Background: an optimization exercise with open tools, aiming at small area, a short achievable clock period and few clock cycles per item. Do not read the settings as production practice. In this exercise RTL edits were held to simulation tests only and were not proved equivalent to the original. Power figures rest on the tool's default switching activity, not on a simulated workload.

### constraint.sdc
create_clock -name core_clock -period 12.0 [get_ports {clk}]
set_input_delay 2.4000 -clock core_clock [delete_from_list [all_inputs] [get_ports {clk}]]
set_output_delay 2.4000 -clock core_clock [all_outputs]
set_load 0.01 [all_outputs]
### design.v
package ppid_pkg;
  localparam int DATA_WIDTH_DEF     = 16;
  localparam int GAIN_FRAC_BITS_DEF = 8;
  localparam int GAIN_W             = 16;
  localparam int OUT_W              = 32;
  localparam int INTEG_W            = 32;
  localparam int REG_IDX_W          = 2;
  typedef enum logic [REG_IDX_W-1:0] {
    REG_PROP    = 2'd0,
    REG_INTEG   = 2'd1,
    REG_DERIV   = 2'd2,
    REG_FEEDFWD = 2'd3
  } ppid_reg_t;
  function automatic int ppid_sum_w(input int dw);
    ppid_sum_w = ((dw + 1 > INTEG_W) ? (dw + 1 + GAIN_W) : (INTEG_W + GAIN_W)) + 2;
  endfunction
endpackage
import ppid_pkg::*;
module ppid_front
#(
  parameter int DATA_WIDTH = DATA_WIDTH_DEF,
  localparam int SUM_W = ((DATA_WIDTH + 1 > INTEG_W) ? (DATA_WIDTH + 1 + GAIN_W) : (INTEG_W + GAIN_W)) + 2
) (
  input  logic                         clk,
  input  logic                         rst_n,
  input  logic                         in_valid,
  output logic                         in_ready,
  input  logic signed [DATA_WIDTH-1:0] error_in,
  input  logic signed [DATA_WIDTH-1:0] target_in,
  input  logic signed [DATA_WIDTH-1:0] out_limit,
  input  logic signed [GAIN_W-1:0]     prop_gain,
  input  logic signed [GAIN_W-1:0]     deriv_gain,
  input  logic signed [GAIN_W-1:0]     feedfwd_gain,
  output logic                         s1_valid,
  input  logic                         s1_ready,
  output logic signed [SUM_W-1:0]      s1_psum,
  output logic signed [DATA_WIDTH-1:0] s1_err,
  output logic        [DATA_WIDTH-1:0] s1_lim
);
  localparam int DW = DATA_WIDTH;
  localparam logic [DW-1:0] LIM_MAX = {1'b0, {(DW-1){1'b1}}};
  logic                 s0_v_r;
  logic signed [DW-1:0] s0_err_r;
  logic        [DW-1:0] s0_lim_r;
  logic signed [DW:0]   s0_de_r;
  logic signed [DW:0]   s0_dt_r;
  logic signed [DW-1:0] prev_err_r;
  logic signed [DW-1:0] older_err_r;
  logic signed [DW-1:0] prev_tgt_r;
  logic                 s1_v_r;
  logic signed [SUM_W-1:0] psum_r;
  logic signed [DW-1:0] err1_r;
  logic        [DW-1:0] lim1_r;
  logic en0;
  logic en1;
  logic signed [DW-1:0] lim_neg;
  logic        [DW-1:0] lim_mag;
  logic signed [DW:0]   de_nxt;
  logic signed [DW:0]   dt_nxt;
  logic signed [GAIN_W+DW-1:0] prod_p;
  logic signed [GAIN_W+DW:0]   prod_d;
  logic signed [GAIN_W+DW:0]   prod_f;
  logic signed [SUM_W-1:0]     psum_nxt;
  assign en1 = !s1_v_r || s1_ready;
  assign en0 = !s0_v_r || en1;
  assign in_ready = en0;
  always_comb begin
    lim_neg = -out_limit;
    if (out_limit[DW-1]) begin
      lim_mag = lim_neg[DW-1] ? LIM_MAX : lim_neg;
    end else begin
      lim_mag = out_limit;
    end
    de_nxt = (DW+1)'(prev_err_r) - (DW+1)'(older_err_r);
    dt_nxt = (DW+1)'(target_in) - (DW+1)'(prev_tgt_r);
  end
  always_comb begin
    prod_p   = prop_gain * s0_err_r;
    prod_d   = deriv_gain * s0_de_r;
    prod_f   = feedfwd_gain * s0_dt_r;
    psum_nxt = SUM_W'(prod_p) + SUM_W'(prod_d) + SUM_W'(prod_f);
  end
  always_ff @(posedge clk) begin
    if (!rst_n) begin
      s0_v_r      <= 1'b0;
      s1_v_r      <= 1'b0;
      prev_err_r  <= '0;
      older_err_r <= '0;
      prev_tgt_r  <= '0;
    end else begin
      if (en0) begin
        s0_v_r <= in_valid;
        if (in_valid) begin
          older_err_r <= prev_err_r;
          prev_err_r  <= error_in;
          prev_tgt_r  <= target_in;
        end
      end
      if (en1) begin
        s1_v_r <= s0_v_r;
      end
    end
  end
  always_ff @(posedge clk) begin
    if (en0 && in_valid) begin
      s0_err_r <= error_in;
      s0_lim_r <= lim_mag;
      s0_de_r  <= de_nxt;
      s0_dt_r  <= dt_nxt;
    end
    if (en1 && s0_v_r) begin
      psum_r <= psum_nxt;
      err1_r <= s0_err_r;
      lim1_r <= s0_lim_r;
    end
  end
  assign s1_valid = s1_v_r;
  assign s1_psum  = psum_r;
  assign s1_err   = err1_r;
  assign s1_lim   = lim1_r;
endmodule
import ppid_pkg::*;
module ppid_core
#(
  parameter int DATA_WIDTH     = DATA_WIDTH_DEF,
  parameter int GAIN_FRAC_BITS = GAIN_FRAC_BITS_DEF,
  localparam int SUM_W = ((DATA_WIDTH + 1 > INTEG_W) ? (DATA_WIDTH + 1 + GAIN_W) : (INTEG_W + GAIN_W)) + 2
) (
  input  logic                         clk,
  input  logic                         rst_n,
  input  logic signed [GAIN_W-1:0]     integ_gain,
  input  logic                         s1_valid,
  output logic                         s1_ready,
  input  logic signed [SUM_W-1:0]      s1_psum,
  input  logic signed [DATA_WIDTH-1:0] s1_err,
  input  logic        [DATA_WIDTH-1:0] s1_lim,
  output logic                         out_valid,
  input  logic                         out_ready,
  output logic signed [OUT_W-1:0]      control_out
);
  localparam int DW = DATA_WIDTH;
  localparam logic signed [OUT_W-1:0] S32_MAX = {1'b0, {(OUT_W-1){1'b1}}};
  localparam logic signed [OUT_W-1:0] S32_MIN = {1'b1, {(OUT_W-1){1'b0}}};
  logic                      out_v_r;
  logic signed [OUT_W-1:0]   ctrl_r;
  logic signed [INTEG_W-1:0] integ_r;
  logic                      en_o;
  logic                      take;
  logic signed [GAIN_W+INTEG_W-1:0] prod_i;
  logic signed [SUM_W-1:0]   acc;
  logic signed [SUM_W-1:0]   acc_sh;
  logic signed [OUT_W-1:0]   ctrl_nxt;
  logic signed [OUT_W:0]     ctrl_x;
  logic signed [OUT_W:0]     lim_x;
  logic                      err_pos;
  logic                      hold;
  logic signed [INTEG_W:0]   isum;
  logic signed [INTEG_W-1:0] integ_sat;
  assign en_o     = !out_v_r || out_ready;
  assign take     = s1_valid && en_o;
  assign s1_ready = en_o;
  always_comb begin
    prod_i = integ_gain * integ_r;
    acc    = SUM_W'(prod_i) + s1_psum;
    acc_sh = acc >>> GAIN_FRAC_BITS;
    if (!acc_sh[SUM_W-1] && (|acc_sh[SUM_W-2:OUT_W-1])) begin
      ctrl_nxt = S32_MAX;
    end else if (acc_sh[SUM_W-1] && !(&acc_sh[SUM_W-2:OUT_W-1])) begin
      ctrl_nxt = S32_MIN;
    end else begin
      ctrl_nxt = acc_sh[OUT_W-1:0];
    end
    ctrl_x  = (OUT_W+1)'(ctrl_nxt);
    lim_x   = $signed((OUT_W+1)'(s1_lim));
    err_pos = !s1_err[DW-1] && (s1_err != '0);
    hold    = ((ctrl_x > lim_x) && err_pos) || ((ctrl_x < -lim_x) && !err_pos);
    isum = (INTEG_W+1)'(integ_r) + (INTEG_W+1)'(s1_err);
    if (isum[INTEG_W] != isum[INTEG_W-1]) begin
      integ_sat = isum[INTEG_W] ? S32_MIN : S32_MAX;
    end else begin
      integ_sat = isum[INTEG_W-1:0];
    end
  end
  always_ff @(posedge clk) begin
    if (!rst_n) begin
      out_v_r <= 1'b0;
      integ_r <= '0;
    end else begin
      if (en_o) begin
        out_v_r <= s1_valid;
      end
      if (take && !hold) begin
        integ_r <= integ_sat;
      end
    end
  end
  always_ff @(posedge clk) begin
    if (take) begin
      ctrl_r <= ctrl_nxt;
    end
  end
  assign out_valid   = out_v_r;
  assign control_out = ctrl_r;
endmodule
import ppid_pkg::*;
module positional_pid_antiwindup
#(
  parameter int DATA_WIDTH     = DATA_WIDTH_DEF,
  parameter int GAIN_FRAC_BITS = GAIN_FRAC_BITS_DEF
) (
  input  logic                  clk,
  input  logic                  rst_n,
  input  logic                  cfg_we,
  input  logic [REG_IDX_W-1:0]  cfg_idx,
  input  logic [GAIN_W-1:0]     cfg_wdata,
  input  logic                  in_valid,
  output logic                  in_ready,
  input  logic [DATA_WIDTH-1:0] error_in,
  input  logic [DATA_WIDTH-1:0] target_in,
  input  logic [DATA_WIDTH-1:0] out_limit,
  output logic                  out_valid,
  input  logic                  out_ready,
  output logic [OUT_W-1:0]      control_out
);
  localparam int SUM_W = ((DATA_WIDTH + 1 > INTEG_W) ? (DATA_WIDTH + 1 + GAIN_W) : (INTEG_W + GAIN_W)) + 2;
  logic signed [GAIN_W-1:0] kp_r;
  logic signed [GAIN_W-1:0] ki_r;
  logic signed [GAIN_W-1:0] kd_r;
  logic signed [GAIN_W-1:0] kf_r;
  logic                         s1_valid;
  logic                         s1_ready;
  logic signed [SUM_W-1:0]      s1_psum;
  logic signed [DATA_WIDTH-1:0] s1_err;
  logic        [DATA_WIDTH-1:0] s1_lim;
  always_ff @(posedge clk) begin
    if (!rst_n) begin
      kp_r <= '0;
      ki_r <= '0;
      kd_r <= '0;
      kf_r <= '0;
    end else if (cfg_we) begin
      unique case (cfg_idx)
        REG_PROP:    kp_r <= cfg_wdata;
        REG_INTEG:   ki_r <= cfg_wdata;
        REG_DERIV:   kd_r <= cfg_wdata;
        REG_FEEDFWD: kf_r <= cfg_wdata;
        default: ;
      endcase
    end
  end
  ppid_front #(
    .DATA_WIDTH (DATA_WIDTH)
  ) u_front (
    .clk          (clk),
    .rst_n        (rst_n),
    .in_valid     (in_valid),
    .in_ready     (in_ready),
    .error_in     (error_in),
    .target_in    (target_in),
    .out_limit    (out_limit),
    .prop_gain    (kp_r),
    .deriv_gain   (kd_r),
    .feedfwd_gain (kf_r),
    .s1_valid     (s1_valid),
    .s1_ready     (s1_ready),
    .s1_psum      (s1_psum),
    .s1_err       (s1_err),
    .s1_lim       (s1_lim)
  );
  ppid_core #(
    .DATA_WIDTH     (DATA_WIDTH),
    .GAIN_FRAC_BITS (GAIN_FRAC_BITS)
  ) u_core (
    .clk        (clk),
    .rst_n      (rst_n),
    .integ_gain (ki_r),
    .s1_valid   (s1_valid),
    .s1_ready   (s1_ready),
    .s1_psum    (s1_psum),
    .s1_err     (s1_err),
    .s1_lim     (s1_lim),
    .out_valid   (out_valid),
    .out_ready   (out_ready),
    .control_out (control_out)
  );
endmodule
### config.mk
export PLATFORM = sky130hd
export DESIGN_NAME = positional_pid_antiwindup
export DESIGN_NICKNAME = positional_pid_antiwindup
export VERILOG_FILES = /design/flow/design.v
export SDC_FILE = /design/flow/constraint.sdc
export NUM_CORES = 4
export LEC_CHECK = 0
export CAP_MARGIN = 20
export CORE_MARGIN = 2
export CORE_UTILIZATION = 40
export SLEW_MARGIN = 20
### run.sh
#!/bin/bash
# synth_recipe.tcl (not shown) runs the flow's synth.tcl, then flattens the netlist and writes it again
# the make line also repeats each setting of config.mk as NAME=value (left out here)
make -C /OpenROAD-flow-scripts/flow DESIGN_CONFIG=/design/flow/config.mk WORK_HOME=/design/flow/orfs CLKGATE_MAP_FILE= SYNTH_SCRIPT=/design/flow/synth_recipe.tcl finish
==> impl_metrics.json <==
{
  "chipWidth_microns": 410,
  "worstPathRequired_ps": 12440,
  "pin_count": 105,
  "place_ws_ps": 639,
  "r2r_cells": 35,
  "synth.yosys.seq_area_share_pct": 11.9,
  "p_total_mw": 10.4,
  "worst-path-max-fanout": 30,
  "ys_seq_elements": 310,
  "slew_headroom_pct": 25.9,
  "mappedNetlistNets": 9031,
  "max_freq_mhz": 88.4,
  "cap_violations": 0,
  "finalNonFillerCells": 9159,
  "grt_pass1_vias": 50600,
  "placed_area_sq_um": 68900,
  "synth_area_leader_cell": "fa_1",
  "r2r_slack_ps": 690,
  "cts_buffer_depth": 3,
  "netlist_area_sq_um": 65800,
  "slowest_delay_ps": 940,
  "p_per_area_nw_per_um2": 148,
  "synth_edf_count": 163,
  "synth_cell_types": 89,
  "crit_arrival_ps": 11750,
  "p_switching_mw": 5.27,
  "synth_area_per_cell_sq_um": 9.36,
  "slowest_stage": "dfxtp_1",
  "end_kind": "register",
  "root_buffer": "clkbuf_16",
  "overflow": 0,
  "rsz0062_at_grt": "no",
  "yosys-top-cells-count": "1656 x inv_1, 1496 x fa_1, 1161 x nand2_1",
  "die-area_sq_um": 168000,
  "synth_top_area_share_pct": 45.5,
  "path_common_cell": "fa_1",
  "swShare_pct": 50.5,
  "skew_ps": 39.0,
  "grt_pass1_wl_mm": 275,
  "setup_slack_ps": 691,
  "start_kind": "register",
  "min_period_ps": 11310,
  "fill_cells": 15900,
  "clk_latency_ps": 640,
  "antenna_left": 0,
  "postSynthCellCount": 7032,
  "syn_to_final_growth_pct": 6.76,
  "timing.final.crit_share_pct": 94.2,
  "viasPerCell": 5.02,
  "place_inst": 9085,
  "antenna_found_initial": 8,
  "seq_power_share_pct": 17.6,
  "dr_total_vias": 46000,
  "p_comb_share_pct": 70.1,
  "clkTransAtPathRegs_ps": 60,
  "peakVddDrop_mv": 0.180,
  "grtUsageTotal_pct": 20.6,
  "ys_warn_count": 3,
  "cts_hold_buffers": 0,
  "tightest_slew_ps": 1110,
  "clock_power_share_pct": 12.3,
  "grt_max_degree": 95,
  "antenna_cells": 0,
  "post-route-drc-count": 0,
  "cts.sinks": 310,
  "first_pass_iters": 5,
  "final_nets": 8951,
  "hold_path_class": "reg2reg",
  "core_region_area_sq_um": 163000,
  "leakage_nw": 32.8,
  "post_cts_buffers": 0,
  "routed_wl_mm": 169,
  "initial_core_util_pct": 40.4,
  "dp_hpwl_mm": 146,
  "slew_viol_final": 0,
  "tns_ps": 0,
  "hold_viol_final": 0,
  "synth_area_leaders": "fa_1 45%, inv_1 9.4%, ha_1 8.2%",
  "cts-htree-levels": 2,
  "fp.dieH_microns": 410,
  "cts_resized": 0,
  "min_path_cells": 0,
  "p_int_mw": 5.16,
  "synth.most_common_cell": "inv_1",
  "wl_per_cell_microns": 18.4,
  "setup-violations-final": 0,
  "cts_tree": "done",
  "final_cell_area_sq_um": 70300,
  "cts_made_buffers": 40,
  "initialDrtViolationCount": 2332,
  "postSynth.asyncResetShare_pct": 0,
  "status": "finished clean",
  "rows": 148,
  "io_buffers": 104,
  "layout-drive-gt1-share_pct": 2.79,
  "synth_ff_type": "edfxtp_1",
  "gp_congestion": 0.873,
  "critPathKind": "reg2reg"
}
cells by family after synthesis:
group	synth area share [%]
fa+ha+maj	53.7
buf+inv	11.3
xor+xnor	1.97
flops	11.9
mux	0.0760
compound gates	6.77
simple gates	14.2
worst paths after layout:
kind	endpoint	from
setup reg to reg	u_core.integ_r[29]	ki_r[9]
setup / recovery	u_core.integ_r[29]	ki_r[9]
hold reg to reg	u_front.lim1_r[13]	u_front.s0_lim_r[13]
hold / removal	u_front.lim1_r[13]	u_front.s0_lim_r[13]
final cells by class:
| class | instances | area [sq um] | share of cell area (%) |
|---|---|---|---|
| clock buffers | 55 | 1110 | 1.58 |
| well taps | 2175 | 2720 | 3.87 |
| multi-input cells | 4776 | 50600 | 72.0 |
| flip-flops and latches | 310 | 7840 | 11.2 |
| inverters | 1658 | 6230 | 8.87 |
| repair buffers | 166 | 1510 | 2.14 |
| clock inverters | 19 | 248 | 0.353 |
critical path, delay by kind of cell, from the launching register on:
family / cells / cell delay, ps
compound gates: 16 / 4810
fa+ha+maj: 8 / 3590
simple gates: 6 / 1030
flops: 1 / 940
buf+inv: 5 / 700
through the flow:
| stage | hold slack [ps] | util [%] |
|---|---|---|
| 3_5_place_dp | 406 | 42.2 |
| 5_1_grt | 425 | 43.1 |
| 6_report | 420 | 43.1 |
| 4_1_cts | 420 | 43.1 |
| 3_3_place_gp | 402 | 42.2 |
| 2_1_floorplan | 400 | - |
cell usage in the layout, fill, tap and decap left out, types with 11 or more instances in the layout:
cell type,synthesis,final
nor3_1,47,47
fa_1,1496,1496
a211oi_1,47,47
nor2b_1,34,33
o211ai_1,14,14
o21ai_1,21,21
nand2_1,1161,1160
clkbuf_16,0,41
xor2_1,48,47
xnor2_1,100,100
dfxtp_1,147,144
and2_1,439,439
o21bai_1,14,14
o31ai_1,15,15
and3_1,17,17
clkbuf_1,253,11
clkdlybuf4s50_1,0,104
inv_1,1656,1655
buf_4,3,62
nand2b_1,54,54
o21ai_0,118,118
nor2_1,149,149
nand3_1,38,38
a21boi_0,12,11
a21o_1,55,55
ha_1,432,432
nand4_1,24,24
o21a_1,35,35
edfxtp_1,163,163
a21oi_1,230,230
a311oi_2,27,27
or3_1,12,12
registers in the layout, summed over array words and instances (netlist names), 15 cells and up:
register	cells
u_front.s0_lim_r	15
u_front.err1_r	16
u_front.s0_de_r	17
kp_r	16
u_front.prev_err_r	16
kf_r	16
u_front.s0_dt_r	17
ki_r	16
u_front.psum_r	35
u_core.ctrl_r	32
kd_r	16
u_core.integ_r	32
u_front.lim1_r	15
u_front.s0_err_r	16
u_front.prev_tgt_r	16
u_front.older_err_r	16
per-layer routing:
metal	vias up	wire, microns	global-route usage [%]
met5	-	54	0
met1	23700	75200	27.9
met2	1169	80100	34.8
met3	260	9680	3.10
met4	8	3520	4.56
li1	20900	-	-
power groups by stage:
stage / logic, mW / registers (mW) / clock network, mW
after detailed placement: 7.34 / 1.85 / 0
after floorplan: 5.26 / 1.62 / 0
after global routing: 8.26 / 1.85 / 1.36
final: 7.31 / 1.84 / 1.28
after CTS: 7.38 / 1.83 / 1.32
after global placement: 7.20 / 1.85 / 0
Testbench counts, summed over its fixed seeds: cycles 8,024, items 8,000.

[port drivers added, routing unchanged]
Ports are ideal in the flow. The routed layout listed here was re-timed in OpenROAD. Step 1 assumes that a clkbuf_16 drives the clock port and a buf_2 every other input. Step 2 times the ports against the registers' clock, not the clock port: input delays grow and output delays shrink by t, the midpoint of the rising clock arrivals with the driver on. Slacks: no drivers / after step 1 / after step 2; pairs: no drivers / after step 1.
t (ns): 0.693
slack for setup (ns): 0.691 / 0.691 / 0.691
hold WS [ns]: 0.420 / 0.420 / 0.420
worst setup path at the end: register to register
After both steps this run still meets setup and hold. For this run, drivers alone change the setup slack by 0.000 ns; drivers and shift together by 0.000 ns.
